From an optimization exercise on the open Yosys and OpenROAD flow, aimed at small area and a short achievable clock period; shortcuts taken in it are not production practice.
The RTL was checked by simulation tests, not by an equivalence proof against the original design.

File: flow/config.mk
export PLATFORM = sky130hd
export DESIGN_NAME = arith_encoder
export DESIGN_NICKNAME = arith_encoder
export VERILOG_FILES = /design/flow/design.v
export SDC_FILE = /design/flow/constraint.sdc
export NUM_CORES = 4
export LEC_CHECK = 0
export ABC_AREA = 1
export CAP_MARGIN = 20
export CORE_MARGIN = 2
export CORE_UTILIZATION = 40
export CTS_BUF_LIST = sky130_fd_sc_hd__clkbuf_8
export SETUP_SLACK_MARGIN = 2.9
export SLEW_MARGIN = 20
File: flow/constraint.sdc
create_clock -name core_clock -period 9.0 [get_ports {general_clk}]
set_input_delay 1.8000 -clock core_clock [delete_from_list [all_inputs] [get_ports {general_clk}]]
set_output_delay 1.8000 -clock core_clock [all_outputs]
set_load 0.01 [all_outputs]
File: flow/design.v
`timescale 1ns/1ps
module pipeline_control (
  input  logic general_clk,
  input  logic reset,
  input  logic in_valid,
  output logic out_valid
);
  logic v1, v2;
  always_ff @(posedge general_clk) begin
    if (reset) begin
      v1 <= 1'b0;
      v2 <= 1'b0;
    end else begin
      v1 <= in_valid;
      v2 <= v1;
    end
  end
  assign out_valid = v2;
endmodule
`timescale 1ns/1ps
module probability_stage (
  input  logic        general_clk,
  input  logic        reset,
  input  logic        in_valid,
  input  logic [15:0] fl,
  input  logic [15:0] fh,
  input  logic [3:0]  symbol,
  input  logic [4:0]  nsyms,
  input  logic        bool_mode,
  output logic        p_x,
  output logic        p_en,
  output logic        p_z,
  output logic        p_s,         
  output logic [9:0]  p_m2n,       
  output logic [5:0]  p_k,
  output logic [9:0]  p_nn,       
  output logic [4:0]  p_o2
);
  logic        vin;
  logic [9:0]  fl6, fh6;
  logic        first, sel_a, sel_c, sel_q;
  logic [5:0]  kd;        
  logic [4:0]  kdiff;     
  logic        kpos;
  logic [9:0]  m_p, m_q;
  logic [5:0]  k_next;
  assign vin   = in_valid & ~reset;
  assign fl6   = fl[15:6];
  assign fh6   = fh[15:6];
  assign first = (fl == 16'h8000);
  assign sel_a = vin & bool_mode & symbol[0];
  assign sel_c = vin & ~bool_mode & ~first;
  assign sel_q = vin & ~(bool_mode & symbol[0]);    
  assign kd    = {1'b0, nsyms} - {2'b00, symbol};
  assign kpos  = ~kd[5] & (kd[4:0] != 5'd0);
  assign kdiff = kd[5] ? 5'd0 : kd[4:0];
  assign m_p = sel_a ? fh6 : (sel_c ? fl6 : 10'd512);
  assign m_q = sel_q ? fh6 : 10'd0;
  always_comb begin
    if (sel_a)          k_next = 6'd1;
    else if (sel_c)     k_next = {5'd0, kpos};
    else if (!vin)      k_next = 6'd0;
    else if (bool_mode) k_next = 6'h3f;
    else if (kpos)      k_next = 6'd1 - {1'b0, kdiff};
    else                k_next = 6'd0;
  end
  always_ff @(posedge general_clk) begin
    p_x  <= ~sel_a & ~sel_c;
    p_z  <= ~sel_a & ~sel_c;
    p_en <= sel_q & fh6[0] & ~(sel_c & fl6[0]);
    {p_s, p_m2n} <= ({1'b0, m_p} - {1'b0, m_q}) ^ 11'h3ff;    
    p_k  <= k_next;
    p_nn  <= ~(sel_c ? fl6 : fh6);    
    p_o2 <= sel_c ? kdiff : 5'd1;
  end
endmodule
`timescale 1ns/1ps
module interval_update (
  input  logic        general_clk,
  input  logic        reset,
  input  logic        p_x,
  input  logic        p_en,
  input  logic        p_z,
  input  logic        p_s,         
  input  logic [9:0]  p_m2n,       
  input  logic [5:0]  p_k,
  input  logic [9:0]  p_nn,        
  input  logic [4:0]  p_o2,
  output logic [15:0] range_q,
  output logic [3:0]  d_q,
  output logic [15:0] add_next
);
  logic [7:0]  r8;
  logic [16:0] sum2;
  logic [16:0] sum2n;
  logic [15:0] raw;
  logic [15:0] rn;
  assign r8 = range_q[15:8];
  assign rn = ~range_q;
  wire [7:0] r8n = rn[15:8];
  wire lt_1, lt_2;
  assign lt_1 = (range_q[0] & p_x) ^ (r8[1] & ~p_m2n[0]) ^ (r8[0] & ~p_m2n[1]);
  assign lt_2 = ((range_q[0] & p_x) & (r8[1] & ~p_m2n[0])) | ((range_q[0] & p_x) & (r8[0] & ~p_m2n[1])) | ((r8[1] & ~p_m2n[0]) & (r8[0] & ~p_m2n[1]));
  wire lt_3, lt_4;
  assign lt_3 = (range_q[1] & p_x) ^ (r8[2] & ~p_m2n[0]) ^ (r8[1] & ~p_m2n[1]);
  assign lt_4 = ((range_q[1] & p_x) & (r8[2] & ~p_m2n[0])) | ((range_q[1] & p_x) & (r8[1] & ~p_m2n[1])) | ((r8[2] & ~p_m2n[0]) & (r8[1] & ~p_m2n[1]));
  wire lt_5, lt_6;
  assign lt_5 = (r8[0] & ~p_m2n[2]) ^ lt_2 ^ lt_3;
  assign lt_6 = ((r8[0] & ~p_m2n[2]) & lt_2) | ((r8[0] & ~p_m2n[2]) & lt_3) | (lt_2 & lt_3);
  wire lt_7, lt_8;
  assign lt_7 = p_k[0] ^ (range_q[2] & p_x) ^ (r8[3] & ~p_m2n[0]);
  assign lt_8 = (p_k[0] & (range_q[2] & p_x)) | (p_k[0] & (r8[3] & ~p_m2n[0])) | ((range_q[2] & p_x) & (r8[3] & ~p_m2n[0]));
  wire lt_9, lt_10;
  assign lt_9 = (r8[2] & ~p_m2n[1]) ^ (r8[1] & ~p_m2n[2]) ^ (r8[0] & ~p_m2n[3]);
  assign lt_10 = ((r8[2] & ~p_m2n[1]) & (r8[1] & ~p_m2n[2])) | ((r8[2] & ~p_m2n[1]) & (r8[0] & ~p_m2n[3])) | ((r8[1] & ~p_m2n[2]) & (r8[0] & ~p_m2n[3]));
  wire lt_11, lt_12;
  assign lt_11 = lt_4 ^ lt_7 ^ lt_9;
  assign lt_12 = (lt_4 & lt_7) | (lt_4 & lt_9) | (lt_7 & lt_9);
  wire lt_13, lt_14;
  assign lt_13 = p_k[1] ^ (range_q[3] & p_x) ^ (r8[4] & ~p_m2n[0]);
  assign lt_14 = (p_k[1] & (range_q[3] & p_x)) | (p_k[1] & (r8[4] & ~p_m2n[0])) | ((range_q[3] & p_x) & (r8[4] & ~p_m2n[0]));
  wire lt_15, lt_16;
  assign lt_15 = (r8[3] & ~p_m2n[1]) ^ (r8[2] & ~p_m2n[2]) ^ (r8[1] & ~p_m2n[3]);
  assign lt_16 = ((r8[3] & ~p_m2n[1]) & (r8[2] & ~p_m2n[2])) | ((r8[3] & ~p_m2n[1]) & (r8[1] & ~p_m2n[3])) | ((r8[2] & ~p_m2n[2]) & (r8[1] & ~p_m2n[3]));
  wire lt_17, lt_18;
  assign lt_17 = (r8[0] & ~p_m2n[4]) ^ lt_8 ^ lt_10;
  assign lt_18 = ((r8[0] & ~p_m2n[4]) & lt_8) | ((r8[0] & ~p_m2n[4]) & lt_10) | (lt_8 & lt_10);
  wire lt_19, lt_20;
  assign lt_19 = lt_13 ^ lt_15 ^ lt_12;
  assign lt_20 = (lt_13 & lt_15) | (lt_13 & lt_12) | (lt_15 & lt_12);
  wire lt_21, lt_22;
  assign lt_21 = p_k[2] ^ (range_q[4] & p_x) ^ (r8[5] & ~p_m2n[0]);
  assign lt_22 = (p_k[2] & (range_q[4] & p_x)) | (p_k[2] & (r8[5] & ~p_m2n[0])) | ((range_q[4] & p_x) & (r8[5] & ~p_m2n[0]));
  wire lt_23, lt_24;
  assign lt_23 = (r8[4] & ~p_m2n[1]) ^ (r8[3] & ~p_m2n[2]) ^ (r8[2] & ~p_m2n[3]);
  assign lt_24 = ((r8[4] & ~p_m2n[1]) & (r8[3] & ~p_m2n[2])) | ((r8[4] & ~p_m2n[1]) & (r8[2] & ~p_m2n[3])) | ((r8[3] & ~p_m2n[2]) & (r8[2] & ~p_m2n[3]));
  wire lt_25, lt_26;
  assign lt_25 = (r8[1] & ~p_m2n[4]) ^ (r8[0] & ~p_m2n[5]) ^ lt_14;
  assign lt_26 = ((r8[1] & ~p_m2n[4]) & (r8[0] & ~p_m2n[5])) | ((r8[1] & ~p_m2n[4]) & lt_14) | ((r8[0] & ~p_m2n[5]) & lt_14);
  wire lt_27, lt_28;
  assign lt_27 = lt_16 ^ lt_21 ^ lt_23;
  assign lt_28 = (lt_16 & lt_21) | (lt_16 & lt_23) | (lt_21 & lt_23);
  wire lt_29, lt_30;
  assign lt_29 = lt_18 ^ lt_25 ^ lt_27;
  assign lt_30 = (lt_18 & lt_25) | (lt_18 & lt_27) | (lt_25 & lt_27);
  wire lt_31, lt_32;
  assign lt_31 = p_k[3] ^ (range_q[5] & p_x) ^ (r8[6] & ~p_m2n[0]);
  assign lt_32 = (p_k[3] & (range_q[5] & p_x)) | (p_k[3] & (r8[6] & ~p_m2n[0])) | ((range_q[5] & p_x) & (r8[6] & ~p_m2n[0]));
  wire lt_33, lt_34;
  assign lt_33 = (r8[5] & ~p_m2n[1]) ^ (r8[4] & ~p_m2n[2]) ^ (r8[3] & ~p_m2n[3]);
  assign lt_34 = ((r8[5] & ~p_m2n[1]) & (r8[4] & ~p_m2n[2])) | ((r8[5] & ~p_m2n[1]) & (r8[3] & ~p_m2n[3])) | ((r8[4] & ~p_m2n[2]) & (r8[3] & ~p_m2n[3]));
  wire lt_35, lt_36;
  assign lt_35 = (r8[2] & ~p_m2n[4]) ^ (r8[1] & ~p_m2n[5]) ^ (r8[0] & ~p_m2n[6]);
  assign lt_36 = ((r8[2] & ~p_m2n[4]) & (r8[1] & ~p_m2n[5])) | ((r8[2] & ~p_m2n[4]) & (r8[0] & ~p_m2n[6])) | ((r8[1] & ~p_m2n[5]) & (r8[0] & ~p_m2n[6]));
  wire lt_37, lt_38;
  assign lt_37 = lt_22 ^ lt_24 ^ lt_31;
  assign lt_38 = (lt_22 & lt_24) | (lt_22 & lt_31) | (lt_24 & lt_31);
  wire lt_39, lt_40;
  assign lt_39 = lt_33 ^ lt_35 ^ lt_26;
  assign lt_40 = (lt_33 & lt_35) | (lt_33 & lt_26) | (lt_35 & lt_26);
  wire lt_41, lt_42;
  assign lt_41 = lt_28 ^ lt_37 ^ lt_39;
  assign lt_42 = (lt_28 & lt_37) | (lt_28 & lt_39) | (lt_37 & lt_39);
  wire lt_43, lt_44;
  assign lt_43 = p_k[4] ^ (range_q[6] & p_x) ^ (r8[7] & ~p_m2n[0]);
  assign lt_44 = (p_k[4] & (range_q[6] & p_x)) | (p_k[4] & (r8[7] & ~p_m2n[0])) | ((range_q[6] & p_x) & (r8[7] & ~p_m2n[0]));
  wire lt_45, lt_46;
  assign lt_45 = (r8[6] & ~p_m2n[1]) ^ (r8[5] & ~p_m2n[2]) ^ (r8[4] & ~p_m2n[3]);
  assign lt_46 = ((r8[6] & ~p_m2n[1]) & (r8[5] & ~p_m2n[2])) | ((r8[6] & ~p_m2n[1]) & (r8[4] & ~p_m2n[3])) | ((r8[5] & ~p_m2n[2]) & (r8[4] & ~p_m2n[3]));
  wire lt_47, lt_48;
  assign lt_47 = (r8[3] & ~p_m2n[4]) ^ (r8[2] & ~p_m2n[5]) ^ (r8[1] & ~p_m2n[6]);
  assign lt_48 = ((r8[3] & ~p_m2n[4]) & (r8[2] & ~p_m2n[5])) | ((r8[3] & ~p_m2n[4]) & (r8[1] & ~p_m2n[6])) | ((r8[2] & ~p_m2n[5]) & (r8[1] & ~p_m2n[6]));
  wire lt_49, lt_50;
  assign lt_49 = (r8[0] & ~p_m2n[7]) ^ lt_32 ^ lt_34;
  assign lt_50 = ((r8[0] & ~p_m2n[7]) & lt_32) | ((r8[0] & ~p_m2n[7]) & lt_34) | (lt_32 & lt_34);
  wire lt_51, lt_52;
  assign lt_51 = lt_36 ^ lt_43 ^ lt_45;
  assign lt_52 = (lt_36 & lt_43) | (lt_36 & lt_45) | (lt_43 & lt_45);
  wire lt_53, lt_54;
  assign lt_53 = lt_47 ^ lt_38 ^ lt_49;
  assign lt_54 = (lt_47 & lt_38) | (lt_47 & lt_49) | (lt_38 & lt_49);
  wire lt_55, lt_56;
  assign lt_55 = lt_51 ^ lt_40 ^ lt_53;
  assign lt_56 = (lt_51 & lt_40) | (lt_51 & lt_53) | (lt_40 & lt_53);
  wire lt_57, lt_58;
  assign lt_57 = p_k[5] ^ (range_q[7] & p_x) ^ (r8[7] & ~p_m2n[1]);
  assign lt_58 = (p_k[5] & (range_q[7] & p_x)) | (p_k[5] & (r8[7] & ~p_m2n[1])) | ((range_q[7] & p_x) & (r8[7] & ~p_m2n[1]));
  wire lt_59, lt_60;
  assign lt_59 = (r8[6] & ~p_m2n[2]) ^ (r8[5] & ~p_m2n[3]) ^ (r8[4] & ~p_m2n[4]);
  assign lt_60 = ((r8[6] & ~p_m2n[2]) & (r8[5] & ~p_m2n[3])) | ((r8[6] & ~p_m2n[2]) & (r8[4] & ~p_m2n[4])) | ((r8[5] & ~p_m2n[3]) & (r8[4] & ~p_m2n[4]));
  wire lt_61, lt_62;
  assign lt_61 = (r8[3] & ~p_m2n[5]) ^ (r8[2] & ~p_m2n[6]) ^ (r8[1] & ~p_m2n[7]);
  assign lt_62 = ((r8[3] & ~p_m2n[5]) & (r8[2] & ~p_m2n[6])) | ((r8[3] & ~p_m2n[5]) & (r8[1] & ~p_m2n[7])) | ((r8[2] & ~p_m2n[6]) & (r8[1] & ~p_m2n[7]));
  wire lt_63, lt_64;
  assign lt_63 = (r8[0] & ~p_m2n[8]) ^ lt_44 ^ lt_46;
  assign lt_64 = ((r8[0] & ~p_m2n[8]) & lt_44) | ((r8[0] & ~p_m2n[8]) & lt_46) | (lt_44 & lt_46);
  wire lt_65, lt_66;
  assign lt_65 = lt_48 ^ lt_57 ^ lt_59;
  assign lt_66 = (lt_48 & lt_57) | (lt_48 & lt_59) | (lt_57 & lt_59);
  wire lt_67, lt_68;
  assign lt_67 = lt_61 ^ lt_50 ^ lt_52;
  assign lt_68 = (lt_61 & lt_50) | (lt_61 & lt_52) | (lt_50 & lt_52);
  wire lt_69, lt_70;
  assign lt_69 = lt_63 ^ lt_65 ^ lt_54;
  assign lt_70 = (lt_63 & lt_65) | (lt_63 & lt_54) | (lt_65 & lt_54);
  wire lt_71, lt_72;
  assign lt_71 = lt_67 ^ lt_69 ^ lt_56;
  assign lt_72 = (lt_67 & lt_69) | (lt_67 & lt_56) | (lt_69 & lt_56);
  wire lt_73, lt_74;
  assign lt_73 = p_k[5] ^ (r8[7] & ~p_m2n[2]) ^ (r8[6] & ~p_m2n[3]);
  assign lt_74 = (p_k[5] & (r8[7] & ~p_m2n[2])) | (p_k[5] & (r8[6] & ~p_m2n[3])) | ((r8[7] & ~p_m2n[2]) & (r8[6] & ~p_m2n[3]));
  wire lt_75, lt_76;
  assign lt_75 = (r8[5] & ~p_m2n[4]) ^ (r8[4] & ~p_m2n[5]) ^ (r8[3] & ~p_m2n[6]);
  assign lt_76 = ((r8[5] & ~p_m2n[4]) & (r8[4] & ~p_m2n[5])) | ((r8[5] & ~p_m2n[4]) & (r8[3] & ~p_m2n[6])) | ((r8[4] & ~p_m2n[5]) & (r8[3] & ~p_m2n[6]));
  wire lt_77, lt_78;
  assign lt_77 = (r8[2] & ~p_m2n[7]) ^ (r8[1] & ~p_m2n[8]) ^ (r8[0] & ~p_m2n[9]);
  assign lt_78 = ((r8[2] & ~p_m2n[7]) & (r8[1] & ~p_m2n[8])) | ((r8[2] & ~p_m2n[7]) & (r8[0] & ~p_m2n[9])) | ((r8[1] & ~p_m2n[8]) & (r8[0] & ~p_m2n[9]));
  wire lt_79, lt_80;
  assign lt_79 = lt_58 ^ lt_60 ^ lt_62;
  assign lt_80 = (lt_58 & lt_60) | (lt_58 & lt_62) | (lt_60 & lt_62);
  wire lt_81, lt_82;
  assign lt_81 = lt_73 ^ lt_75 ^ lt_77;
  assign lt_82 = (lt_73 & lt_75) | (lt_73 & lt_77) | (lt_75 & lt_77);
  wire lt_83, lt_84;
  assign lt_83 = lt_64 ^ lt_66 ^ lt_79;
  assign lt_84 = (lt_64 & lt_66) | (lt_64 & lt_79) | (lt_66 & lt_79);
  wire lt_85, lt_86;
  assign lt_85 = lt_81 ^ lt_68 ^ lt_83;
  assign lt_86 = (lt_81 & lt_68) | (lt_81 & lt_83) | (lt_68 & lt_83);
  wire lt_87, lt_88;
  assign lt_87 = lt_70 ^ lt_85 ^ lt_72;
  assign lt_88 = (lt_70 & lt_85) | (lt_70 & lt_72) | (lt_85 & lt_72);
  wire lt_89, lt_90;
  assign lt_89 = p_s ^ p_k[5] ^ (r8[7] & ~p_m2n[3]);
  assign lt_90 = (p_s & p_k[5]) | (p_s & (r8[7] & ~p_m2n[3])) | (p_k[5] & (r8[7] & ~p_m2n[3]));
  wire lt_91, lt_92;
  assign lt_91 = (r8[6] & ~p_m2n[4]) ^ (r8[5] & ~p_m2n[5]) ^ (r8[4] & ~p_m2n[6]);
  assign lt_92 = ((r8[6] & ~p_m2n[4]) & (r8[5] & ~p_m2n[5])) | ((r8[6] & ~p_m2n[4]) & (r8[4] & ~p_m2n[6])) | ((r8[5] & ~p_m2n[5]) & (r8[4] & ~p_m2n[6]));
  wire lt_93, lt_94;
  assign lt_93 = (r8[3] & ~p_m2n[7]) ^ (r8[2] & ~p_m2n[8]) ^ (r8[1] & ~p_m2n[9]);
  assign lt_94 = ((r8[3] & ~p_m2n[7]) & (r8[2] & ~p_m2n[8])) | ((r8[3] & ~p_m2n[7]) & (r8[1] & ~p_m2n[9])) | ((r8[2] & ~p_m2n[8]) & (r8[1] & ~p_m2n[9]));
  wire lt_95, lt_96;
  assign lt_95 = (p_s & r8n[0]) ^ lt_74 ^ lt_76;
  assign lt_96 = ((p_s & r8n[0]) & lt_74) | ((p_s & r8n[0]) & lt_76) | (lt_74 & lt_76);
  wire lt_97, lt_98;
  assign lt_97 = lt_78 ^ lt_89 ^ lt_91;
  assign lt_98 = (lt_78 & lt_89) | (lt_78 & lt_91) | (lt_89 & lt_91);
  wire lt_99, lt_100;
  assign lt_99 = lt_93 ^ lt_80 ^ lt_82;
  assign lt_100 = (lt_93 & lt_80) | (lt_93 & lt_82) | (lt_80 & lt_82);
  wire lt_101, lt_102;
  assign lt_101 = lt_95 ^ lt_97 ^ lt_84;
  assign lt_102 = (lt_95 & lt_97) | (lt_95 & lt_84) | (lt_97 & lt_84);
  wire lt_103, lt_104;
  assign lt_103 = lt_99 ^ lt_101 ^ lt_86;
  assign lt_104 = (lt_99 & lt_101) | (lt_99 & lt_86) | (lt_101 & lt_86);
  wire lt_105, lt_106;
  assign lt_105 = p_k[5] ^ (r8[7] & ~p_m2n[4]) ^ (r8[6] & ~p_m2n[5]);
  assign lt_106 = (p_k[5] & (r8[7] & ~p_m2n[4])) | (p_k[5] & (r8[6] & ~p_m2n[5])) | ((r8[7] & ~p_m2n[4]) & (r8[6] & ~p_m2n[5]));
  wire lt_107, lt_108;
  assign lt_107 = (r8[5] & ~p_m2n[6]) ^ (r8[4] & ~p_m2n[7]) ^ (r8[3] & ~p_m2n[8]);
  assign lt_108 = ((r8[5] & ~p_m2n[6]) & (r8[4] & ~p_m2n[7])) | ((r8[5] & ~p_m2n[6]) & (r8[3] & ~p_m2n[8])) | ((r8[4] & ~p_m2n[7]) & (r8[3] & ~p_m2n[8]));
  wire lt_109, lt_110;
  assign lt_109 = (r8[2] & ~p_m2n[9]) ^ (p_s & r8n[1]) ^ lt_90;
  assign lt_110 = ((r8[2] & ~p_m2n[9]) & (p_s & r8n[1])) | ((r8[2] & ~p_m2n[9]) & lt_90) | ((p_s & r8n[1]) & lt_90);
  wire lt_111, lt_112;
  assign lt_111 = lt_92 ^ lt_94 ^ lt_105;
  assign lt_112 = (lt_92 & lt_94) | (lt_92 & lt_105) | (lt_94 & lt_105);
  wire lt_113, lt_114;
  assign lt_113 = lt_107 ^ lt_96 ^ lt_98;
  assign lt_114 = (lt_107 & lt_96) | (lt_107 & lt_98) | (lt_96 & lt_98);
  wire lt_115, lt_116;
  assign lt_115 = lt_109 ^ lt_111 ^ lt_100;
  assign lt_116 = (lt_109 & lt_111) | (lt_109 & lt_100) | (lt_111 & lt_100);
  wire lt_117, lt_118;
  assign lt_117 = lt_113 ^ lt_102 ^ lt_115;
  assign lt_118 = (lt_113 & lt_102) | (lt_113 & lt_115) | (lt_102 & lt_115);
  wire lt_119, lt_120;
  assign lt_119 = p_k[5] ^ (r8[7] & ~p_m2n[5]) ^ (r8[6] & ~p_m2n[6]);
  assign lt_120 = (p_k[5] & (r8[7] & ~p_m2n[5])) | (p_k[5] & (r8[6] & ~p_m2n[6])) | ((r8[7] & ~p_m2n[5]) & (r8[6] & ~p_m2n[6]));
  wire lt_121, lt_122;
  assign lt_121 = (r8[5] & ~p_m2n[7]) ^ (r8[4] & ~p_m2n[8]) ^ (r8[3] & ~p_m2n[9]);
  assign lt_122 = ((r8[5] & ~p_m2n[7]) & (r8[4] & ~p_m2n[8])) | ((r8[5] & ~p_m2n[7]) & (r8[3] & ~p_m2n[9])) | ((r8[4] & ~p_m2n[8]) & (r8[3] & ~p_m2n[9]));
  wire lt_123, lt_124;
  assign lt_123 = (p_s & r8n[2]) ^ lt_106 ^ lt_108;
  assign lt_124 = ((p_s & r8n[2]) & lt_106) | ((p_s & r8n[2]) & lt_108) | (lt_106 & lt_108);
  wire lt_125, lt_126;
  assign lt_125 = lt_119 ^ lt_121 ^ lt_110;
  assign lt_126 = (lt_119 & lt_121) | (lt_119 & lt_110) | (lt_121 & lt_110);
  wire lt_127, lt_128;
  assign lt_127 = lt_112 ^ lt_123 ^ lt_114;
  assign lt_128 = (lt_112 & lt_123) | (lt_112 & lt_114) | (lt_123 & lt_114);
  wire lt_129, lt_130;
  assign lt_129 = lt_125 ^ lt_116 ^ lt_127;
  assign lt_130 = (lt_125 & lt_116) | (lt_125 & lt_127) | (lt_116 & lt_127);
  wire lt_131, lt_132;
  assign lt_131 = p_k[5] ^ (r8[7] & ~p_m2n[6]) ^ (r8[6] & ~p_m2n[7]);
  assign lt_132 = (p_k[5] & (r8[7] & ~p_m2n[6])) | (p_k[5] & (r8[6] & ~p_m2n[7])) | ((r8[7] & ~p_m2n[6]) & (r8[6] & ~p_m2n[7]));
  wire lt_133, lt_134;
  assign lt_133 = (r8[5] & ~p_m2n[8]) ^ (r8[4] & ~p_m2n[9]) ^ (p_s & r8n[3]);
  assign lt_134 = ((r8[5] & ~p_m2n[8]) & (r8[4] & ~p_m2n[9])) | ((r8[5] & ~p_m2n[8]) & (p_s & r8n[3])) | ((r8[4] & ~p_m2n[9]) & (p_s & r8n[3]));
  wire lt_135, lt_136;
  assign lt_135 = lt_120 ^ lt_122 ^ lt_131;
  assign lt_136 = (lt_120 & lt_122) | (lt_120 & lt_131) | (lt_122 & lt_131);
  wire lt_137, lt_138;
  assign lt_137 = lt_133 ^ lt_124 ^ lt_135;
  assign lt_138 = (lt_133 & lt_124) | (lt_133 & lt_135) | (lt_124 & lt_135);
  wire lt_139, lt_140;
  assign lt_139 = lt_126 ^ lt_137 ^ lt_128;
  assign lt_140 = (lt_126 & lt_137) | (lt_126 & lt_128) | (lt_137 & lt_128);
  wire lt_141, lt_142;
  assign lt_141 = p_k[5] ^ (r8[7] & ~p_m2n[7]) ^ (r8[6] & ~p_m2n[8]);
  assign lt_142 = (p_k[5] & (r8[7] & ~p_m2n[7])) | (p_k[5] & (r8[6] & ~p_m2n[8])) | ((r8[7] & ~p_m2n[7]) & (r8[6] & ~p_m2n[8]));
  wire lt_143, lt_144;
  assign lt_143 = (r8[5] & ~p_m2n[9]) ^ (p_s & r8n[4]) ^ lt_132;
  assign lt_144 = ((r8[5] & ~p_m2n[9]) & (p_s & r8n[4])) | ((r8[5] & ~p_m2n[9]) & lt_132) | ((p_s & r8n[4]) & lt_132);
  wire lt_145, lt_146;
  assign lt_145 = lt_134 ^ lt_141 ^ lt_136;
  assign lt_146 = (lt_134 & lt_141) | (lt_134 & lt_136) | (lt_141 & lt_136);
  wire lt_147, lt_148;
  assign lt_147 = lt_143 ^ lt_138 ^ lt_145;
  assign lt_148 = (lt_143 & lt_138) | (lt_143 & lt_145) | (lt_138 & lt_145);
  wire lt_149, lt_150;
  assign lt_149 = p_k[5] ^ (r8[7] & ~p_m2n[8]) ^ (r8[6] & ~p_m2n[9]);
  assign lt_150 = (p_k[5] & (r8[7] & ~p_m2n[8])) | (p_k[5] & (r8[6] & ~p_m2n[9])) | ((r8[7] & ~p_m2n[8]) & (r8[6] & ~p_m2n[9]));
  wire lt_151, lt_152;
  assign lt_151 = (p_s & r8n[5]) ^ lt_142 ^ lt_149;
  assign lt_152 = ((p_s & r8n[5]) & lt_142) | ((p_s & r8n[5]) & lt_149) | (lt_142 & lt_149);
  wire lt_153, lt_154;
  assign lt_153 = lt_144 ^ lt_151 ^ lt_146;
  assign lt_154 = (lt_144 & lt_151) | (lt_144 & lt_146) | (lt_151 & lt_146);
  wire lt_155, lt_156;
  assign lt_155 = p_k[5] ^ (r8[7] & ~p_m2n[9]) ^ (p_s & r8n[6]);
  assign lt_156 = (p_k[5] & (r8[7] & ~p_m2n[9])) | (p_k[5] & (p_s & r8n[6])) | ((r8[7] & ~p_m2n[9]) & (p_s & r8n[6]));
  wire lt_157, lt_158;
  assign lt_157 = lt_150 ^ lt_155 ^ lt_152;
  assign lt_158 = (lt_150 & lt_155) | (lt_150 & lt_152) | (lt_155 & lt_152);
  wire [16:0] lt_a, lt_b;
  assign lt_a = {lt_154, lt_148, lt_140, lt_130, lt_118, lt_104, lt_88, lt_87, lt_71, lt_42, lt_30, lt_20, lt_17, lt_6, lt_5, (p_en & r8[0]), 1'b0};
  assign lt_b = {lt_157, lt_153, lt_147, lt_139, lt_129, lt_117, lt_103, 1'b0, 1'b0, lt_55, lt_41, lt_29, lt_19, lt_11, 1'b0, lt_1, 1'b0};
  assign sum2 = lt_a + lt_b;
  assign raw  = sum2[16:1];
  wire at_1, at_2;
  assign at_1 = rn[0] ^ (r8[1] & ~p_nn[0]) ^ (r8[0] & ~p_nn[1]);
  assign at_2 = (rn[0] & (r8[1] & ~p_nn[0])) | (rn[0] & (r8[0] & ~p_nn[1])) | ((r8[1] & ~p_nn[0]) & (r8[0] & ~p_nn[1]));
  wire at_3, at_4;
  assign at_3 = rn[1] ^ (r8[2] & ~p_nn[0]) ^ (r8[1] & ~p_nn[1]);
  assign at_4 = (rn[1] & (r8[2] & ~p_nn[0])) | (rn[1] & (r8[1] & ~p_nn[1])) | ((r8[2] & ~p_nn[0]) & (r8[1] & ~p_nn[1]));
  wire at_5, at_6;
  assign at_5 = (r8[0] & ~p_nn[2]) ^ at_2 ^ at_3;
  assign at_6 = ((r8[0] & ~p_nn[2]) & at_2) | ((r8[0] & ~p_nn[2]) & at_3) | (at_2 & at_3);
  wire at_7, at_8;
  assign at_7 = p_o2[0] ^ rn[2] ^ (r8[3] & ~p_nn[0]);
  assign at_8 = (p_o2[0] & rn[2]) | (p_o2[0] & (r8[3] & ~p_nn[0])) | (rn[2] & (r8[3] & ~p_nn[0]));
  wire at_9, at_10;
  assign at_9 = (r8[2] & ~p_nn[1]) ^ (r8[1] & ~p_nn[2]) ^ (r8[0] & ~p_nn[3]);
  assign at_10 = ((r8[2] & ~p_nn[1]) & (r8[1] & ~p_nn[2])) | ((r8[2] & ~p_nn[1]) & (r8[0] & ~p_nn[3])) | ((r8[1] & ~p_nn[2]) & (r8[0] & ~p_nn[3]));
  wire at_11, at_12;
  assign at_11 = at_4 ^ at_7 ^ at_9;
  assign at_12 = (at_4 & at_7) | (at_4 & at_9) | (at_7 & at_9);
  wire at_13, at_14;
  assign at_13 = p_o2[1] ^ rn[3] ^ (r8[4] & ~p_nn[0]);
  assign at_14 = (p_o2[1] & rn[3]) | (p_o2[1] & (r8[4] & ~p_nn[0])) | (rn[3] & (r8[4] & ~p_nn[0]));
  wire at_15, at_16;
  assign at_15 = (r8[3] & ~p_nn[1]) ^ (r8[2] & ~p_nn[2]) ^ (r8[1] & ~p_nn[3]);
  assign at_16 = ((r8[3] & ~p_nn[1]) & (r8[2] & ~p_nn[2])) | ((r8[3] & ~p_nn[1]) & (r8[1] & ~p_nn[3])) | ((r8[2] & ~p_nn[2]) & (r8[1] & ~p_nn[3]));
  wire at_17, at_18;
  assign at_17 = (r8[0] & ~p_nn[4]) ^ at_8 ^ at_10;
  assign at_18 = ((r8[0] & ~p_nn[4]) & at_8) | ((r8[0] & ~p_nn[4]) & at_10) | (at_8 & at_10);
  wire at_19, at_20;
  assign at_19 = at_13 ^ at_15 ^ at_12;
  assign at_20 = (at_13 & at_15) | (at_13 & at_12) | (at_15 & at_12);
  wire at_21, at_22;
  assign at_21 = p_o2[2] ^ rn[4] ^ (r8[5] & ~p_nn[0]);
  assign at_22 = (p_o2[2] & rn[4]) | (p_o2[2] & (r8[5] & ~p_nn[0])) | (rn[4] & (r8[5] & ~p_nn[0]));
  wire at_23, at_24;
  assign at_23 = (r8[4] & ~p_nn[1]) ^ (r8[3] & ~p_nn[2]) ^ (r8[2] & ~p_nn[3]);
  assign at_24 = ((r8[4] & ~p_nn[1]) & (r8[3] & ~p_nn[2])) | ((r8[4] & ~p_nn[1]) & (r8[2] & ~p_nn[3])) | ((r8[3] & ~p_nn[2]) & (r8[2] & ~p_nn[3]));
  wire at_25, at_26;
  assign at_25 = (r8[1] & ~p_nn[4]) ^ (r8[0] & ~p_nn[5]) ^ at_14;
  assign at_26 = ((r8[1] & ~p_nn[4]) & (r8[0] & ~p_nn[5])) | ((r8[1] & ~p_nn[4]) & at_14) | ((r8[0] & ~p_nn[5]) & at_14);
  wire at_27, at_28;
  assign at_27 = at_16 ^ at_21 ^ at_23;
  assign at_28 = (at_16 & at_21) | (at_16 & at_23) | (at_21 & at_23);
  wire at_29, at_30;
  assign at_29 = at_18 ^ at_25 ^ at_27;
  assign at_30 = (at_18 & at_25) | (at_18 & at_27) | (at_25 & at_27);
  wire at_31, at_32;
  assign at_31 = p_o2[3] ^ rn[5] ^ (r8[6] & ~p_nn[0]);
  assign at_32 = (p_o2[3] & rn[5]) | (p_o2[3] & (r8[6] & ~p_nn[0])) | (rn[5] & (r8[6] & ~p_nn[0]));
  wire at_33, at_34;
  assign at_33 = (r8[5] & ~p_nn[1]) ^ (r8[4] & ~p_nn[2]) ^ (r8[3] & ~p_nn[3]);
  assign at_34 = ((r8[5] & ~p_nn[1]) & (r8[4] & ~p_nn[2])) | ((r8[5] & ~p_nn[1]) & (r8[3] & ~p_nn[3])) | ((r8[4] & ~p_nn[2]) & (r8[3] & ~p_nn[3]));
  wire at_35, at_36;
  assign at_35 = (r8[2] & ~p_nn[4]) ^ (r8[1] & ~p_nn[5]) ^ (r8[0] & ~p_nn[6]);
  assign at_36 = ((r8[2] & ~p_nn[4]) & (r8[1] & ~p_nn[5])) | ((r8[2] & ~p_nn[4]) & (r8[0] & ~p_nn[6])) | ((r8[1] & ~p_nn[5]) & (r8[0] & ~p_nn[6]));
  wire at_37, at_38;
  assign at_37 = at_22 ^ at_24 ^ at_31;
  assign at_38 = (at_22 & at_24) | (at_22 & at_31) | (at_24 & at_31);
  wire at_39, at_40;
  assign at_39 = at_33 ^ at_35 ^ at_26;
  assign at_40 = (at_33 & at_35) | (at_33 & at_26) | (at_35 & at_26);
  wire at_41, at_42;
  assign at_41 = at_28 ^ at_37 ^ at_39;
  assign at_42 = (at_28 & at_37) | (at_28 & at_39) | (at_37 & at_39);
  wire at_43, at_44;
  assign at_43 = p_o2[4] ^ rn[6] ^ (r8[7] & ~p_nn[0]);
  assign at_44 = (p_o2[4] & rn[6]) | (p_o2[4] & (r8[7] & ~p_nn[0])) | (rn[6] & (r8[7] & ~p_nn[0]));
  wire at_45, at_46;
  assign at_45 = (r8[6] & ~p_nn[1]) ^ (r8[5] & ~p_nn[2]) ^ (r8[4] & ~p_nn[3]);
  assign at_46 = ((r8[6] & ~p_nn[1]) & (r8[5] & ~p_nn[2])) | ((r8[6] & ~p_nn[1]) & (r8[4] & ~p_nn[3])) | ((r8[5] & ~p_nn[2]) & (r8[4] & ~p_nn[3]));
  wire at_47, at_48;
  assign at_47 = (r8[3] & ~p_nn[4]) ^ (r8[2] & ~p_nn[5]) ^ (r8[1] & ~p_nn[6]);
  assign at_48 = ((r8[3] & ~p_nn[4]) & (r8[2] & ~p_nn[5])) | ((r8[3] & ~p_nn[4]) & (r8[1] & ~p_nn[6])) | ((r8[2] & ~p_nn[5]) & (r8[1] & ~p_nn[6]));
  wire at_49, at_50;
  assign at_49 = (r8[0] & ~p_nn[7]) ^ at_32 ^ at_34;
  assign at_50 = ((r8[0] & ~p_nn[7]) & at_32) | ((r8[0] & ~p_nn[7]) & at_34) | (at_32 & at_34);
  wire at_51, at_52;
  assign at_51 = at_36 ^ at_43 ^ at_45;
  assign at_52 = (at_36 & at_43) | (at_36 & at_45) | (at_43 & at_45);
  wire at_53, at_54;
  assign at_53 = at_47 ^ at_38 ^ at_49;
  assign at_54 = (at_47 & at_38) | (at_47 & at_49) | (at_38 & at_49);
  wire at_55, at_56;
  assign at_55 = at_51 ^ at_40 ^ at_53;
  assign at_56 = (at_51 & at_40) | (at_51 & at_53) | (at_40 & at_53);
  wire at_57, at_58;
  assign at_57 = rn[7] ^ (r8[7] & ~p_nn[1]) ^ (r8[6] & ~p_nn[2]);
  assign at_58 = (rn[7] & (r8[7] & ~p_nn[1])) | (rn[7] & (r8[6] & ~p_nn[2])) | ((r8[7] & ~p_nn[1]) & (r8[6] & ~p_nn[2]));
  wire at_59, at_60;
  assign at_59 = (r8[5] & ~p_nn[3]) ^ (r8[4] & ~p_nn[4]) ^ (r8[3] & ~p_nn[5]);
  assign at_60 = ((r8[5] & ~p_nn[3]) & (r8[4] & ~p_nn[4])) | ((r8[5] & ~p_nn[3]) & (r8[3] & ~p_nn[5])) | ((r8[4] & ~p_nn[4]) & (r8[3] & ~p_nn[5]));
  wire at_61, at_62;
  assign at_61 = (r8[2] & ~p_nn[6]) ^ (r8[1] & ~p_nn[7]) ^ (r8[0] & ~p_nn[8]);
  assign at_62 = ((r8[2] & ~p_nn[6]) & (r8[1] & ~p_nn[7])) | ((r8[2] & ~p_nn[6]) & (r8[0] & ~p_nn[8])) | ((r8[1] & ~p_nn[7]) & (r8[0] & ~p_nn[8]));
  wire at_63, at_64;
  assign at_63 = at_44 ^ at_46 ^ at_48;
  assign at_64 = (at_44 & at_46) | (at_44 & at_48) | (at_46 & at_48);
  wire at_65, at_66;
  assign at_65 = at_57 ^ at_59 ^ at_61;
  assign at_66 = (at_57 & at_59) | (at_57 & at_61) | (at_59 & at_61);
  wire at_67, at_68;
  assign at_67 = at_50 ^ at_52 ^ at_63;
  assign at_68 = (at_50 & at_52) | (at_50 & at_63) | (at_52 & at_63);
  wire at_69, at_70;
  assign at_69 = at_65 ^ at_54 ^ at_67;
  assign at_70 = (at_65 & at_54) | (at_65 & at_67) | (at_54 & at_67);
  wire at_71, at_72;
  assign at_71 = rn[8] ^ (r8[7] & ~p_nn[2]) ^ (r8[6] & ~p_nn[3]);
  assign at_72 = (rn[8] & (r8[7] & ~p_nn[2])) | (rn[8] & (r8[6] & ~p_nn[3])) | ((r8[7] & ~p_nn[2]) & (r8[6] & ~p_nn[3]));
  wire at_73, at_74;
  assign at_73 = (r8[5] & ~p_nn[4]) ^ (r8[4] & ~p_nn[5]) ^ (r8[3] & ~p_nn[6]);
  assign at_74 = ((r8[5] & ~p_nn[4]) & (r8[4] & ~p_nn[5])) | ((r8[5] & ~p_nn[4]) & (r8[3] & ~p_nn[6])) | ((r8[4] & ~p_nn[5]) & (r8[3] & ~p_nn[6]));
  wire at_75, at_76;
  assign at_75 = (r8[2] & ~p_nn[7]) ^ (r8[1] & ~p_nn[8]) ^ (r8[0] & ~p_nn[9]);
  assign at_76 = ((r8[2] & ~p_nn[7]) & (r8[1] & ~p_nn[8])) | ((r8[2] & ~p_nn[7]) & (r8[0] & ~p_nn[9])) | ((r8[1] & ~p_nn[8]) & (r8[0] & ~p_nn[9]));
  wire at_77, at_78;
  assign at_77 = at_58 ^ at_60 ^ at_62;
  assign at_78 = (at_58 & at_60) | (at_58 & at_62) | (at_60 & at_62);
  wire at_79, at_80;
  assign at_79 = at_71 ^ at_73 ^ at_75;
  assign at_80 = (at_71 & at_73) | (at_71 & at_75) | (at_73 & at_75);
  wire at_81, at_82;
  assign at_81 = at_64 ^ at_66 ^ at_77;
  assign at_82 = (at_64 & at_66) | (at_64 & at_77) | (at_66 & at_77);
  wire at_83, at_84;
  assign at_83 = at_79 ^ at_68 ^ at_81;
  assign at_84 = (at_79 & at_68) | (at_79 & at_81) | (at_68 & at_81);
  wire at_85, at_86;
  assign at_85 = rn[9] ^ (r8[7] & ~p_nn[3]) ^ (r8[6] & ~p_nn[4]);
  assign at_86 = (rn[9] & (r8[7] & ~p_nn[3])) | (rn[9] & (r8[6] & ~p_nn[4])) | ((r8[7] & ~p_nn[3]) & (r8[6] & ~p_nn[4]));
  wire at_87, at_88;
  assign at_87 = (r8[5] & ~p_nn[5]) ^ (r8[4] & ~p_nn[6]) ^ (r8[3] & ~p_nn[7]);
  assign at_88 = ((r8[5] & ~p_nn[5]) & (r8[4] & ~p_nn[6])) | ((r8[5] & ~p_nn[5]) & (r8[3] & ~p_nn[7])) | ((r8[4] & ~p_nn[6]) & (r8[3] & ~p_nn[7]));
  wire at_89, at_90;
  assign at_89 = (r8[2] & ~p_nn[8]) ^ (r8[1] & ~p_nn[9]) ^ at_72;
  assign at_90 = ((r8[2] & ~p_nn[8]) & (r8[1] & ~p_nn[9])) | ((r8[2] & ~p_nn[8]) & at_72) | ((r8[1] & ~p_nn[9]) & at_72);
  wire at_91, at_92;
  assign at_91 = at_74 ^ at_76 ^ at_85;
  assign at_92 = (at_74 & at_76) | (at_74 & at_85) | (at_76 & at_85);
  wire at_93, at_94;
  assign at_93 = at_87 ^ at_78 ^ at_80;
  assign at_94 = (at_87 & at_78) | (at_87 & at_80) | (at_78 & at_80);
  wire at_95, at_96;
  assign at_95 = at_89 ^ at_91 ^ at_82;
  assign at_96 = (at_89 & at_91) | (at_89 & at_82) | (at_91 & at_82);
  wire at_97, at_98;
  assign at_97 = at_93 ^ at_95 ^ at_84;
  assign at_98 = (at_93 & at_95) | (at_93 & at_84) | (at_95 & at_84);
  wire at_99, at_100;
  assign at_99 = rn[10] ^ (r8[7] & ~p_nn[4]) ^ (r8[6] & ~p_nn[5]);
  assign at_100 = (rn[10] & (r8[7] & ~p_nn[4])) | (rn[10] & (r8[6] & ~p_nn[5])) | ((r8[7] & ~p_nn[4]) & (r8[6] & ~p_nn[5]));
  wire at_101, at_102;
  assign at_101 = (r8[5] & ~p_nn[6]) ^ (r8[4] & ~p_nn[7]) ^ (r8[3] & ~p_nn[8]);
  assign at_102 = ((r8[5] & ~p_nn[6]) & (r8[4] & ~p_nn[7])) | ((r8[5] & ~p_nn[6]) & (r8[3] & ~p_nn[8])) | ((r8[4] & ~p_nn[7]) & (r8[3] & ~p_nn[8]));
  wire at_103, at_104;
  assign at_103 = (r8[2] & ~p_nn[9]) ^ at_86 ^ at_88;
  assign at_104 = ((r8[2] & ~p_nn[9]) & at_86) | ((r8[2] & ~p_nn[9]) & at_88) | (at_86 & at_88);
  wire at_105, at_106;
  assign at_105 = at_99 ^ at_101 ^ at_90;
  assign at_106 = (at_99 & at_101) | (at_99 & at_90) | (at_101 & at_90);
  wire at_107, at_108;
  assign at_107 = at_92 ^ at_103 ^ at_94;
  assign at_108 = (at_92 & at_103) | (at_92 & at_94) | (at_103 & at_94);
  wire at_109, at_110;
  assign at_109 = at_105 ^ at_96 ^ at_107;
  assign at_110 = (at_105 & at_96) | (at_105 & at_107) | (at_96 & at_107);
  wire at_111, at_112;
  assign at_111 = rn[11] ^ (r8[7] & ~p_nn[5]) ^ (r8[6] & ~p_nn[6]);
  assign at_112 = (rn[11] & (r8[7] & ~p_nn[5])) | (rn[11] & (r8[6] & ~p_nn[6])) | ((r8[7] & ~p_nn[5]) & (r8[6] & ~p_nn[6]));
  wire at_113, at_114;
  assign at_113 = (r8[5] & ~p_nn[7]) ^ (r8[4] & ~p_nn[8]) ^ (r8[3] & ~p_nn[9]);
  assign at_114 = ((r8[5] & ~p_nn[7]) & (r8[4] & ~p_nn[8])) | ((r8[5] & ~p_nn[7]) & (r8[3] & ~p_nn[9])) | ((r8[4] & ~p_nn[8]) & (r8[3] & ~p_nn[9]));
  wire at_115, at_116;
  assign at_115 = at_100 ^ at_102 ^ at_111;
  assign at_116 = (at_100 & at_102) | (at_100 & at_111) | (at_102 & at_111);
  wire at_117, at_118;
  assign at_117 = at_113 ^ at_104 ^ at_115;
  assign at_118 = (at_113 & at_104) | (at_113 & at_115) | (at_104 & at_115);
  wire at_119, at_120;
  assign at_119 = at_106 ^ at_117 ^ at_108;
  assign at_120 = (at_106 & at_117) | (at_106 & at_108) | (at_117 & at_108);
  wire at_121, at_122;
  assign at_121 = rn[12] ^ (r8[7] & ~p_nn[6]) ^ (r8[6] & ~p_nn[7]);
  assign at_122 = (rn[12] & (r8[7] & ~p_nn[6])) | (rn[12] & (r8[6] & ~p_nn[7])) | ((r8[7] & ~p_nn[6]) & (r8[6] & ~p_nn[7]));
  wire at_123, at_124;
  assign at_123 = (r8[5] & ~p_nn[8]) ^ (r8[4] & ~p_nn[9]) ^ at_112;
  assign at_124 = ((r8[5] & ~p_nn[8]) & (r8[4] & ~p_nn[9])) | ((r8[5] & ~p_nn[8]) & at_112) | ((r8[4] & ~p_nn[9]) & at_112);
  wire at_125, at_126;
  assign at_125 = at_114 ^ at_121 ^ at_116;
  assign at_126 = (at_114 & at_121) | (at_114 & at_116) | (at_121 & at_116);
  wire at_127, at_128;
  assign at_127 = at_123 ^ at_118 ^ at_125;
  assign at_128 = (at_123 & at_118) | (at_123 & at_125) | (at_118 & at_125);
  wire at_129, at_130;
  assign at_129 = rn[13] ^ (r8[7] & ~p_nn[7]) ^ (r8[6] & ~p_nn[8]);
  assign at_130 = (rn[13] & (r8[7] & ~p_nn[7])) | (rn[13] & (r8[6] & ~p_nn[8])) | ((r8[7] & ~p_nn[7]) & (r8[6] & ~p_nn[8]));
  wire at_131, at_132;
  assign at_131 = (r8[5] & ~p_nn[9]) ^ at_122 ^ at_129;
  assign at_132 = ((r8[5] & ~p_nn[9]) & at_122) | ((r8[5] & ~p_nn[9]) & at_129) | (at_122 & at_129);
  wire at_133, at_134;
  assign at_133 = at_124 ^ at_131 ^ at_126;
  assign at_134 = (at_124 & at_131) | (at_124 & at_126) | (at_131 & at_126);
  wire at_135, at_136;
  assign at_135 = rn[14] ^ (r8[7] & ~p_nn[8]) ^ (r8[6] & ~p_nn[9]);
  assign at_136 = (rn[14] & (r8[7] & ~p_nn[8])) | (rn[14] & (r8[6] & ~p_nn[9])) | ((r8[7] & ~p_nn[8]) & (r8[6] & ~p_nn[9]));
  wire at_137, at_138;
  assign at_137 = at_130 ^ at_135 ^ at_132;
  assign at_138 = (at_130 & at_135) | (at_130 & at_132) | (at_135 & at_132);
  wire at_139, at_140;
  assign at_139 = rn[15] ^ (r8[7] & ~p_nn[9]) ^ at_136;
  assign at_140 = (rn[15] & (r8[7] & ~p_nn[9])) | (rn[15] & at_136) | ((r8[7] & ~p_nn[9]) & at_136);
  wire [16:0] at_a, at_b;
  assign at_a = {at_138, at_134, at_128, at_120, at_110, at_98, at_97, at_70, at_56, at_42, at_30, at_20, at_17, at_6, at_5, at_1, 1'b0};
  assign at_b = {at_139, at_137, at_133, at_127, at_119, at_109, 1'b0, at_83, at_69, at_55, at_41, at_29, at_19, at_11, 1'b0, 1'b0, 1'b0};
  assign sum2n    = at_a + at_b;
  assign add_next = ~(sum2n[16:1] | {16{p_z}});
  logic        z8, z4, z2, z1, raw_zero;
  logic [15:0] t1, t2, t3, range_next;
  logic [3:0]  d_next;
  assign z8 = ~|raw[15:8];
  assign t1 = z8 ? {raw[7:0], 8'd0} : raw;
  assign z4 = ~|t1[15:12];
  assign t2 = z4 ? {t1[11:0], 4'd0} : t1;
  assign z2 = ~|t2[15:14];
  assign t3 = z2 ? {t2[13:0], 2'd0} : t2;
  assign z1 = ~t3[15];
  assign range_next = z1 ? {t3[14:0], 1'b0} : t3;
  assign raw_zero = ~|raw;
  assign d_next = (raw_zero | reset) ? 4'd0 : {z8, z4, z2, z1};
  always_ff @(posedge general_clk) begin
    if (reset) range_q <= 16'd32768;
    else       range_q <= range_next;
    d_q <= d_next;
  end
endmodule
`timescale 1ns/1ps
module renormalizer (
  input  logic        general_clk,
  input  logic        reset,
  input  logic [15:0] add_next,
  input  logic [3:0]  d_q,
  output logic [23:0] low_out,
  output logic [4:0]  cnt_out,
  output logic [1:0]  bit_flag,
  output logic [15:0] out_bit_1,
  output logic [15:0] out_bit_2
);
  logic [23:0] sum_q;
  logic [3:0]  cq;
  logic [4:0]  e_sum;        
  logic        emit1, emit2;
  logic [2:0]  f_sum;        
  logic [23:0] low_shl;
  logic [23:0] low_next;
  logic [23:0] sum_next;
  logic [3:0]  cq_next;
  logic [7:0]  keep_hi;
  logic [24:0] win_src;
  logic [23:0] win;
  assign e_sum = {1'b0, cq} + {1'b0, d_q};
  assign emit1 = e_sum >= 5'd9;
  assign emit2 = e_sum >= 5'd17;
  assign f_sum = e_sum[2:0] - 3'd1;    
  always_comb begin
    case (f_sum)
      3'd0: keep_hi = 8'h00;
      3'd1: keep_hi = 8'h01;
      3'd2: keep_hi = 8'h03;
      3'd3: keep_hi = 8'h07;
      3'd4: keep_hi = 8'h0f;
      3'd5: keep_hi = 8'h1f;
      3'd6: keep_hi = 8'h3f;
      default: keep_hi = 8'h7f;
    endcase
    if (!emit1) keep_hi = 8'hff;
  end
  assign low_shl  = sum_q << d_q;
  assign low_next = low_shl & {keep_hi, 16'hffff};
  assign cq_next  = emit1 ? {1'b0, f_sum} + 4'd1 : e_sum[3:0];
  assign sum_next = low_next + {8'd0, add_next};
  assign win_src = {sum_q, 1'b0};
  assign win     = 24'(win_src >> cq);
  always_ff @(posedge general_clk) begin
    if (reset) begin
      sum_q <= '0;
      cq    <= '0;
    end else begin
      sum_q <= sum_next;
      cq    <= cq_next;
    end
  end
  assign low_out   = low_next;
  assign cnt_out   = {1'b0, cq_next} - 5'd9;
  assign bit_flag  = {emit2, emit1 & ~emit2};
  assign out_bit_1 = win[23:8];
  assign out_bit_2 = {8'd0, win[7:0]};
endmodule
`timescale 1ns/1ps
module arith_encoder #(
  parameter int SYMBOL_WIDTH = 4
) (
  input  logic                    general_clk,
  input  logic                    reset,
  input  logic                    in_valid,
  input  logic [15:0]             fl,
  input  logic [15:0]             fh,
  input  logic [SYMBOL_WIDTH-1:0] symbol,
  input  logic [SYMBOL_WIDTH:0]   nsyms,
  input  logic                    bool_mode,
  output logic                    out_valid,
  output logic [15:0]             range_out,
  output logic [23:0]             low_out,
  output logic [4:0]              cnt_out,
  output logic [1:0]              bit_flag,
  output logic [15:0]             out_bit_1,
  output logic [15:0]             out_bit_2
);
  logic        p_x, p_en, p_z;
  logic        p_s;
  logic [9:0]  p_m2n;
  logic [5:0]  p_k;
  logic [9:0]  p_nn;
  logic [4:0]  p_o2;
  logic [15:0] add_next;
  logic [3:0]  d_q;
  pipeline_control u_control (
    .general_clk (general_clk),
    .reset       (reset),
    .in_valid    (in_valid),
    .out_valid   (out_valid)
  );
  probability_stage u_stage_1 (
    .general_clk (general_clk),
    .reset       (reset),
    .in_valid    (in_valid),
    .fl          (fl),
    .fh          (fh),
    .symbol      (symbol),
    .nsyms       (nsyms),
    .bool_mode   (bool_mode),
    .p_x         (p_x),
    .p_en        (p_en),
    .p_z         (p_z),
    .p_s         (p_s),
    .p_m2n       (p_m2n),
    .p_k         (p_k),
    .p_nn         (p_nn),
    .p_o2        (p_o2)
  );
  interval_update u_stage_2 (
    .general_clk (general_clk),
    .reset       (reset),
    .p_x         (p_x),
    .p_en        (p_en),
    .p_z         (p_z),
    .p_s         (p_s),
    .p_m2n       (p_m2n),
    .p_k         (p_k),
    .p_nn         (p_nn),
    .p_o2        (p_o2),
    .range_q     (range_out),
    .d_q         (d_q),
    .add_next    (add_next)
  );
  renormalizer u_stage_3 (
    .general_clk (general_clk),
    .reset       (reset),
    .add_next    (add_next),
    .d_q         (d_q),
    .low_out     (low_out),
    .cnt_out     (cnt_out),
    .bit_flag    (bit_flag),
    .out_bit_1   (out_bit_1),
    .out_bit_2   (out_bit_2)
  );
endmodule
File: flow/flow/run.sh
#!/bin/bash
# The standard layout with three changes: synthesis skips the quick ABC pass
# inside Yosys's synth (the final ABC mapping still runs), adders use Yosys's
# Sklansky carry network instead of Kogge-Stone, and the ports get the
# smallest buffer instead of the delay buffer that buffer_ports picks by
# default. All output goes to run_standard.log in this folder; ORFS keeps its
# own logs under orfs/logs.
set -euo pipefail
export SYNTH_ARGS="-noabc"
export SYNTH_OPERATIONS_ARGS="-extra-map +/choices/sklansky.v"
export BUFFER_PORTS_ARGS="-buffer_cell sky130_fd_sc_hd__buf_1"
bash standard.sh > run_standard.log 2>&1
File: flow/standard.sh
#!/bin/bash
# synth_recipe.tcl (not shown) runs the flow's synth.tcl, then flattens the netlist and writes it again
# the make line also repeats each setting of config.mk as NAME=value (left out here)
make -C /OpenROAD-flow-scripts/flow DESIGN_CONFIG=/design/flow/config.mk WORK_HOME=/design/flow/orfs CLKGATE_MAP_FILE= SYNTH_SCRIPT=/design/flow/synth_recipe.tcl "${@:-finish}"
==> results of run 1 <==
final cells by class:
class | instances | share of cell area [%]
Sequential cell | 84 | 13.1
Clock inverter | 6 | 0.574
Multi-Input combinational cell | 1266 | 69.9
Timing Repair Buffer | 129 | 4.37
Clock buffer | 10 | 1.05
Inverter | 232 | 7.24
Tap cell | 390 | 3.73
worst min-delay path, delay by kind of cell, from the launching register on:
family,cells,cell delay [ps]
AND/OR/NAND/NOR,1,30
buffers and inverters,1,50
flip-flops,1,340
synth_stat cells, types with 9 or more instances:
| library cell | instances | area [µm²] |
|---|---|---|
| buf_1 | 14 | 52.6 |
| a21oi_1 | 38 | 190 |
| fa_1 | 164 | 3280 |
| o21ai_1 | 11 | 55.1 |
| inv_1 | 215 | 807 |
| buf_4 | 26 | 195 |
| nand3_1 | 42 | 210 |
| nor2_1 | 246 | 923 |
| nand2_2 | 13 | 81.3 |
| o211ai_1 | 9 | 67.6 |
| o21ai_0 | 150 | 751 |
| mux2i_1 | 18 | 180 |
| clkbuf_1 | 37 | 139 |
| buf_2 | 9 | 45.0 |
| nand2_1 | 390 | 1460 |
| dfxtp_1 | 84 | 1680 |
| or2_2 | 9 | 56.3 |
| ha_1 | 72 | 901 |
| xor2_1 | 17 | 149 |
worst paths after layout:
kind / from / to / cells after the start
worst max-delay path: u_stage_2.range_q[14] / u_stage_2.range_q[12] / 30
worst min-delay path: u_control.v1 / u_control.v2 / 2
worst max register to register: u_stage_2.range_q[14] / u_stage_2.range_q[12] / 30
worst min register to register: u_control.v1 / u_control.v2 / 2
per-layer routing:
layer / share of wire (%) / vias up
met5: 0 / -
met4: 1.8 / 0
met3: 4.6 / 34
met2: 47 / 279
met1: 47 / 5026
li1: - / 5238
cell families (layout without fill, tap and decap cells):
logic type               count (synthesis)  after routing  synth area share, %
AO/OA/AOI/OAI                          240            240                 11.0
XOR/XNOR                                23             23                 1.68
adder cells (fa/ha/maj)                236            236                 34.9
buffers and inverters                  323            377                 11.4
flip-flops                              84             84                 14.0
multiplexers                            18             18                 1.50
other                                    1              8               0.0313
AND/OR/NAND/NOR                        739            741                 25.5
timing repair:
action	4_1_cts	5_1_grt
setup buffers	6	9
hold buffers	0	0
resized for setup	25	50
cloned	0	2
endpoints found under the setup margin	33	25
pin swaps	1	17
registers in the layout, indices dropped and copies added (netlist names):
register           flops
u_stage_3.cq           4
u_stage_2.range_q     16
u_control.v1           1
u_stage_1.p_en         1
u_stage_1.p_nn        10
u_stage_1.p_o2         5
u_stage_1.p_x          1
u_stage_1.p_m2n       10
u_stage_2.d_q          4
u_stage_1.p_s          1
u_stage_3.sum_q       24
u_stage_1.p_k          6
u_control.v2           1
through the flow:
step                util, %
finish                 44.2
global route           44.2
floorplan                 -
detailed placement     42.1
global placement       42.1
CTS                    43.2
cells in the final DEF, fill, tap and decap left out, types with 5 or more instances in the layout:
cell type,instances
nor4_1,5
nand2_4,6
o211ai_1,9
dfxtp_1,74
nand2_1,387
inv_2,6
ha_1,68
fa_2,8
a21o_1,5
buf_4,17
clkbuf_8,10
xor2_1,16
or2_2,9
nor2_1,241
inv_1,214
nand3_1,42
a21oi_1,35
dfxtp_4,8
nor2_4,6
nor3_1,6
buf_1,110
nand2_2,15
conb_1,8
o21ai_0,150
a31oi_1,6
fa_1,156
o21ai_1,11
nor2_2,7
mux2i_1,18
xnor2_1,6
==> summary.md, run 1 <==
| Metric | Value |
|---|---|
| Slew HR | ~44% |
| DRT Pass-1 Iters | 5 |
| Pins Over Slew Limit | 0 |
| Clock Tree Buf Depth | 2 |
| Placement Setup Slack | a little over 2000 ps |
| Cell variety after synth | between 50 and 60 |
| First-pass GRT wire length | around 50,000 µm |
| Hold WS | 445 ps |
| Final setup vio count | 0 |
| Die height | 177 µm |
| Fin nets | ~2,000 |
| Crit path max fanout | 9 |
| Multi-input logic area | between 0.009 and 0.01 mm² |
| Vias/cell | between 4 and 5 |
| Register area | 0.00171 mm² |
| Setup crit start kind | register |
| CTS tree | yes |
| Wirelength per Cell | 15.0 µm |
| Flop-to-flop setup slack | 3160 ps |
| Final WS setup | between 3000 and 4000 ps |
| Number of synthesized flops with an enable pin | 0 |
| Antenna violations before repair | 0 |
| Global route overflow | 0 |
| Setup crit end kind | register |
| Vias in the first global route | approximately 10,000 |
| Clock latency on the worst-skew pair | a little under 400 ps |
| I/O Buffers | between 100 and 150 |
| Final setup TNS | 0 ps |
| Post-DP Area | 0.0125 mm² |
| CP max-delay cell | fa_1 |
| Tmin final | about 5800 ps |
| Worst Tran Pin Value | around 840 ps |
| Core area | 0.0296 mm² |
| Num CTS Buffers | 9 |
| Crit-path max cell delay | 500 ps |
| Flops & latches, synth | between 80 and 90 |
| Worst Path Buf+Inv | 5 |
| Placer Congestion | between 0.9 and 1 |
| Delay-heaviest family, CP | adder cells |
| Share of async-settable or async-resettable flops after synthesis | 0% |
| GR met3 Demand/Resource | around 2.4% |
| Fillers | 3,112 |
| Final Hold Viols | 0 |
| Starting Density | between 40% and 50% |
| Met1 Resource Use GR | ~28% |
| Finished layout cell area | 0.0131 mm² |
| H-tree depth | 3 |
| Worst setup path class | register to register |
| Largest net degree at the start of global routing | 45 |
| Main synth FF type | dfxtp_1 |
| Drt drc | 0 |
| Non-Filler Instances | ~2,100 |
| Fraction of layout instances using a drive strength above 1 | 7.87% |
| Layer carrying the most global-route usage | met2 |
| Register area share after synthesis | between 10% and 20% |
| DRT antenna net count | 0 |
| Layout overhead on the synthesized area | 9.07% |
| Max cap viols | 0 |
| Crit path top cell by count | nand2_1 |
| Top Ports | between 100 and 150 |
| Post-Route WL | between 30,000 and 40,000 µm |
| Critical Path RT | 9330 ps |
| Placed instance count | 2,084 |
| Mapped Area | approximately 0.012 mm² |
| RSZ-0062 raised after global routing | yes |
| Fmax | 171 MHz |
| Synth warn | 4 |
| Fin Clk Skew | around 22 ps |
| Clock Sinks | between 80 and 90 |
| Clock Tree Root | clkbuf_8 |
| Mean Syn Cell Area | 7.20 µm² |
| Die width | between 150 and 200 µm |
| Area of the die | between 0.03 and 0.04 mm² |
| Via count | around 11,000 |
| Site Rows | between 60 and 70 |
| Post-Synthesis Cells | 1,664 |
| Worst EP arrival | ~6200 ps |
| Status | no timing/DRC/antenna violations |
| Gr usage total | approximately 20% |
| Worst min-delay path class | register to register |
| Dpl hpwl | about 26,000 µm |
| DRT iter0 DRCs | a little over 600 |
| Clk slew on worst S/H paths | ~110 ps |
| Diodes inserted | 0 |
| GR Util met2 | roughly a third |
| Final worst-path cycle share | between 60% and 70% |
==> inputs of run 2 (changes only) <==
--- a/flow/config.mk
+++ b/flow/config.mk
@@ -11,4 +11,4 @@
 export CORE_UTILIZATION = 40
 export CTS_BUF_LIST = sky130_fd_sc_hd__clkbuf_8
-export SETUP_SLACK_MARGIN = 2.9
+export SETUP_SLACK_MARGIN = 3.2
 export SLEW_MARGIN = 20
==> run 2 against run 1 <==
  * Via count up 1.4%
  * Utilization rose by 1.7 points
  * Critical path depth did not move
  * Critical endpoint unchanged
  * Highest routed layer unchanged
  * Sequential cell count unchanged
  * Die area is the same
  * Setup slack gained 140 ps
  * Final cell count increased by 0.90%
==> summary.md, run 2 <==
| Metric | Value |
|---|---|
| Cell variety after synth | between 50 and 60 |
| Number of synthesized flops with an enable pin | 0 |
| Layer carrying the most global-route usage | met2 |
| Final Hold Viols | 0 |
| Leading cell types in the layout, fill and taps excluded | nand2_1, nor2_1, inv_1 |
| Largest net degree at the start of global routing | 45 |
| Dpl hpwl | 25,700 µm |
| Fin Clk Skew | approximately 23 ps |
| Slew HR | approximately 44% |
| Worst Path Buf+Inv | 5 |
| Die width | roughly 180 µm |
| Core area | between 0.02 and 0.03 mm² |
| Fmax | 175 MHz |
| DRT Pass-1 Iters | 5 |
| Worst EP arrival | 6030 ps |
| Pins Over Slew Limit | 0 |
| Post-synth top area cell | fa_1 |
| Mapped Area | 0.0120 mm² |
| Crit path max fanout | 8 |
| Top reg by flops | u_stage_3.sum_q |
| Met1 Resource Use GR | roughly 28% |
| H-tree depth | 3 |
| Max cap viols | 0 |
| Layout overhead on the synthesized area | 13.3% |
| Tmin final | 5700 ps |
| Register area share after synthesis | between 10% and 20% |
| Num CTS Buffers | 9 |
| Synth top area share | 27.4% |
| Most common library cell in the layout ignoring fill and taps | nand2_1 |
| Vias in the first global route | a little over 10,000 |
| Mean Syn Cell Area | around 7.2 µm² |
| Post-DP Area | roughly 0.012 mm² |
| Hold WS | roughly 450 ps |
| Final setup TNS | 0 ps |
| Clock Tree Buf Depth | 2 |
| Fillers | approximately 3,000 |
| Most frequent cell after synthesis | nand2_1 |
| Worst Tran Pin Value | between 800 and 900 ps |
| Biggest registers after layout | u_stage_3.sum_q x24, u_stage_2.range_q x16 |
| Post-Route WL | 32,300 µm |
| GR Util met2 | 35.5% |
| Startpoint of the worst hold path | u_control.v1 |
| Worst r2r src | u_stage_2.range_q[14] |
| Gr usage total | between 20 and 25% |
| CP max-delay cell | fa_1 |
| I/O Buffers | 110 |
| DRT antenna net count | 0 |
| Worst min-delay path class | register to register |
| Worst Setup SP | u_stage_2.range_q[14] |
| Placement Setup Slack | 2010 ps |
| Starting Density | between 40% and 50% |
| Synth top area cells | fa_1, dfxtp_1, nand2_1, nor2_1, ha_1 |
| Fin nets | slightly above 2,000 |
| Main synth FF type | dfxtp_1 |
| Finished layout cell area | 0.0136 mm² |
| Top Ports | 125 |
| Post-Synthesis Cells | 1,664 |
| Crit path top cell by count | nand2_2 |
| # hold bufs at CTS | 0 |
| Wirelength per Cell | approximately 15 µm |
| Vias/cell | 5.02 |
| Max reg flops | 24 |
| Clock Tree Root | clkbuf_8 |
| Final WS setup | roughly 3300 ps |
| GR met3 Demand/Resource | roughly 3% |
| Flops & latches, synth | between 80 and 90 |
| Status | no timing/DRC/antenna violations |
| Crit-path max cell delay | ~500 ps |
| Site Rows | 63 |
| Area of the die | about 0.031 mm² |
| CTS tree | yes |
| Clock latency on the worst-skew pair | 390 ps |
| Clock Sinks | 84 |
| Via count | ~11,000 |
| Final setup vio count | 0 |
| Share of async-settable or async-resettable flops after synthesis | 0% |
| First-pass GRT wire length | 50,900 µm |
| RSZ-0062 raised after global routing | yes |
| Delay-heaviest family, CP | adder cells |
| Fraction of layout instances using a drive strength above 1 | about an eighth |
| Placer Congestion | ~0.9 |
| Die height | about 180 µm |
| Global route overflow | 0 |
| Final worst-path cycle share | around 63% |
| Commonest cells post-synth | nand2_1, nor2_1, inv_1, fa_1, o21ai_0 |
| Drt drc | 0 |
| Worst setup path class | register to register |
| Critical Path RT | 9330 ps |
| Setup crit end kind | register |
| Setup crit start kind | register |
| Antenna violations before repair | 1 |
| DRT iter0 DRCs | 664 |
| Clk slew on worst S/H paths | between 100 and 150 ps |
| Synth warn | 4 |
run 2: cell counts after synthesis:
Identical to the previous run, type by type.
run 2: stage by stage:
| step | utilization, % | instances |
|---|---|---|
| floorplan | - | 1671 |
| global placement | 42.1 | 2084 |
| detailed placement | 42.1 | 2084 |
| CTS | 43.8 | 2113 |
| global route | 45.9 | 2135 |
| finish | 45.9 | 2136 |
run 2: worst paths after layout:
path | endpoint | slack [ps] | cells past startpoint
min reg2reg | u_control.v2 | 450 | 2
max reg2reg | u_stage_2.range_q[12] | 3300 | 30
min | u_control.v2 | 450 | 2
max | u_stage_2.range_q[12] | 3300 | 30
run 2: logic make-up (layout without fill, tap and decap cells):
logic type	count (synthesis)	after routing	synth area share [%]
AO/OA/AOI/OAI	240	240	11.0
XOR/XNOR	23	23	1.68
adder cells (fa/ha/maj)	236	236	34.9
buffers and inverters	323	396	11.4
flip-flops	84	84	14.0
multiplexers	18	18	1.50
other	1	9	0.0313
AND/OR/NAND/NOR	739	740	25.5
run 2: final cells by class:
class,instances,area (µm²),share of cell area [%]
tap,390,488,3.60
clock buffer,10,138,1.01
multi-input combinational,1265,9420,69.4
clock inverter,6,75.1,0.553
antenna,1,2.50,0.0184
sequential,84,1730,12.7
inverter,232,965,7.11
timing repair buffer,148,763,5.62
run 2: routing by layer:
layer | vias to the layer above | routed length [µm]
li1 | 5272 | -
met1 | 5091 | 14300
met2 | 315 | 15500
met3 | 43 | 1900
met4 | 0 | 614
met5 | - | 0
run 2: timing repair:
item | in CTS | in global routing
setup endpoints to repair | 36 | 34
resized for setup | 49 | 124
buffers inserted | 12 | 21
gates cloned | 1 | 1
pin swaps | 8 | 67
run 2: worst min-delay path, delay by kind of cell (launching register included):
family / cells / cell delay (ps)
DFF: 1 / 340
and+or+nand+nor: 1 / 30
buffers and inverters: 1 / 50

==> what the ideal ports hide <==
The flow's constraints put no driver on any port. The routed layouts listed below were extracted and timed again, unchanged, in two steps.
Step 1 assumes that a clkbuf_16 drives the clock port and a buf_2 every other input.
Step 2 moves the port delays by t, midway between the first and last clock arrival at a register: inputs arrive t later, outputs are due t later. That takes back most of the time a late clock gives input paths.
a / b / c = no drivers / after step 1 / after step 2; a / b = the first two.
run | t, ns | setup slack, ns | worst register clock-pin slew, ns | pins driven straight from the clock port
run 1 | 0.424 | 3.158 / 3.158 / 3.076 | 0.11 / 0.11 | 1
run 2 | 0.423 | 3.300 / 3.300 / 3.267 | 0.11 / 0.11 | 1
After both steps every run listed still meets setup and hold. For run 1, which loses most, drivers alone change the setup slack by 0.000 ns; drivers and shift together by -0.082 ns.
